Source: an optimization exercise on an open RTL-to-GDS flow (aim: small area). Production flows keep margins and buffers that such runs may drop.
No activity file was given, so power comes from the tool's default toggle rates.

Design pellet_tracker, start of the top module:
module pellet_tracker (
  input  logic        clk,
  input  logic        rst_n,
  input  logic        frame_tick,
  input  logic        level_start,
  input  logic [9:0]  pm_xpos,
  input  logic [9:0]  pm_ypos,
  output logic [9:0]  rom_addr,
  input  logic [1:0]  rom_pellet,
  output logic        busy,
  output logic        eat_pulse,
  output logic [15:0] score,
  output logic [9:0]  pellets_left,
  output logic        level_clear,
  output logic        power_active
);
For scale: roughly 1500 flip-flops.
export LEC_CHECK = 0
export ABC_AREA = 1
export CAP_MARGIN = 20
export CORE_MARGIN = 2
export CORE_UTILIZATION = 65
export CTS_BUF_LIST = sky130_fd_sc_hd__clkbuf_16
export CTS_CLUSTER_DIAMETER = 60
export CTS_CLUSTER_SIZE = 30
export GPL_TIMING_DRIVEN = 0
export PLACE_DENSITY = 0.75
export SETUP_SLACK_MARGIN = 0.15
export SLEW_MARGIN = 20
export SYNTH_HIERARCHICAL = 1
create_clock -name core_clock -period 10.0 [get_ports {clk}]
standard.sh (not shown) runs the stock make flow with config.mk's settings and CLKGATE_MAP_FILE= SYNTH_SCRIPT=/design/flow/synth_recipe.tcl, a recipe that flattens the netlist after the stock synthesis.
==> flow/flow/run.sh <==
#!/bin/bash
set -euo pipefail
CTS="-sink_clustering_enable -repair_clock_nets -dont_use_dummy_load -sink_clustering_size 30 -sink_clustering_max_diameter 60 -buf_list sky130_fd_sc_hd__clkbuf_16"
bash standard.sh "CTS_ARGS=$CTS" "REMOVE_ABC_BUFFERS=1" "BUFFER_PORTS_ARGS=-buffer_cell sky130_fd_sc_hd__buf_2" finish > flow_make.log 2>&1
Edit:
--- a/flow/design.v
+++ b/flow/design.v
@@ -40,45 +40,20 @@
       c <= b;
     end
     if (W == 8) begin : g_w8
       assign tap[r] = c;
     end else begin : g_w5
       assign tap[r] = {{(8 - W){pol}}, c};   
     end
   end
-  logic [64*8-1:0] or6;
-  logic [32*8-1:0] or5;
-  logic [16*8-1:0] or4;
-  logic [8*8-1:0] or3;
-  logic [4*8-1:0] or2;
-  logic [2*8-1:0] or1;
-  for (genvar i = 0; i < 64; i++) begin : g_leaf
-    if (i < NR) begin : g_used
-      assign or6[i*8 +: 8] = tap[i] & {8{hot[i]}};
-    end else begin : g_zero
-      assign or6[i*8 +: 8] = '0;
-    end
-  end
-  for (genvar i = 0; i < 32; i++) begin : g_or5
-    assign or5[i*8 +: 8] = or6[2*i*8 +: 8] | or6[(2*i+1)*8 +: 8];
-  end
-  for (genvar i = 0; i < 16; i++) begin : g_or4
-    assign or4[i*8 +: 8] = or5[2*i*8 +: 8] | or5[(2*i+1)*8 +: 8];
-  end
-  for (genvar i = 0; i < 8; i++) begin : g_or3
-    assign or3[i*8 +: 8] = or4[2*i*8 +: 8] | or4[(2*i+1)*8 +: 8];
-  end
-  for (genvar i = 0; i < 4; i++) begin : g_or2
-    assign or2[i*8 +: 8] = or3[2*i*8 +: 8] | or3[(2*i+1)*8 +: 8];
-  end
-  for (genvar i = 0; i < 2; i++) begin : g_or1
-    assign or1[i*8 +: 8] = or2[2*i*8 +: 8] | or2[(2*i+1)*8 +: 8];
+  always_comb begin
+    rdx = '0;
+    for (int i = 0; i < NR; i++) rdx = rdx | (tap[i] & {8{hot[i]}});
   end
-  assign rdx = or1[7:0] | or1[15:8];
   assign rd = rdx ^ {8{pol}};
 endmodule
 module pellet_dec #(
   parameter int NT = 10,
   parameter int NR = 62
 ) (
   input  logic [3:0]    trip,
   input  logic [2:0]    grp,
@@ -518,17 +493,18 @@
   assign busy = state == pacman_pkg::INIT;
   assign m_wd = busy ? (word_done ? word_in : m_rd) : m_new;
   assign eat_digit = state == pacman_pkg::EAT && when == 2'd2 ? digit : acc[1:0];
   logic hit, is_power;
   logic [16:0] sum;
   assign hit = eat_digit == pacman_pkg::CELL_PELLET || eat_digit == pacman_pkg::CELL_POWER;
   assign is_power = eat_digit == pacman_pkg::CELL_POWER;
   logic [16:0] sum_p, sum_x;
-  pellet_sums u_sums (.score(score), .sum_p(sum_p), .sum_x(sum_x));
+  assign sum_p = {1'b0, score} + 17'(pacman_pkg::PELLET_PTS);
+  assign sum_x = {1'b0, score} + 17'(pacman_pkg::POWER_PTS);
   assign sum = is_power ? sum_x : sum_p;
   always_ff @(posedge clk or negedge rst_n)
     if (!rst_n) state <= pacman_pkg::INIT;
     else if (level_start) state <= pacman_pkg::INIT;
     else case (state)
       pacman_pkg::INIT: if (load_done) state <= pacman_pkg::IDLE;
       pacman_pkg::IDLE: if (frame_tick && accept) state <= pacman_pkg::RD;
       pacman_pkg::RD:   state <= pacman_pkg::EAT;
@@ -596,16 +572,8 @@
   logic [8:0] timer;
   always_ff @(posedge clk or negedge rst_n)
     if (!rst_n) timer <= '0;
     else if (level_start) timer <= '0;
     else if (state == pacman_pkg::EAT && hit && is_power) timer <= 9'(pacman_pkg::POWER_FRAMES);
     else if (frame_tick && timer != '0) timer <= timer - 9'd1;
   assign power_active = timer != '0;
 endmodule
-module pellet_sums (
-  input  logic [15:0] score,
-  output logic [16:0] sum_p,
-  output logic [16:0] sum_x
-);
-  assign sum_p = {1'b0, score} + 17'(pacman_pkg::PELLET_PTS);
-  assign sum_x = {1'b0, score} + 17'(pacman_pkg::POWER_PTS);
-endmodule
After rerunning: Synthesized area went down by 1.2%. Worst setup slack is worse by 0.25 ns. Sequential share of layout area went up by 0.18 points. Via count went down by 0.60%. Non-clock buffer count went up by 51. Power went down by 1.1%. Global-route usage went down by 0.74 points.
No functional check of the RTL was part of any run of this note.

static timing again, ports no longer ideal:
No port has a modelled driver above. Below, the same layouts with a new extraction and two added sets of constraints.
Step 1 assumes that a clkbuf_16 drives the clock port and a buf_2 every other input.
Step 2 adds t to the input delays and takes it off the output delays; t is the mean of the earliest and latest rising clock arrival at the registers after step 1. Input paths then give back, and output paths get back, about the clock's delay inside the block.
a / b / c = no drivers / after step 1 / after step 2; a / b = the first two.
| run | t (ns) | slack for setup (ns) | worst setup path at the end | worst register clock-pin slew, ns | worst data-port slew with drivers (ns) |
|---|---|---|---|---|---|
| the first run | 0.659 | 0.851 / 0.867 / 0.207 | input to register | 0.11 / 0.11 | 0.06 |
| the second run | 0.677 | 0.604 / 0.647 / -0.030 | input to register | 0.11 / 0.11 | 0.05 |
With both steps, setup timing fails in the second run, where it was met with ideal ports. The setup slack of the first run, which loses most, moves by +0.016 ns with the drivers and by -0.644 ns with both steps.
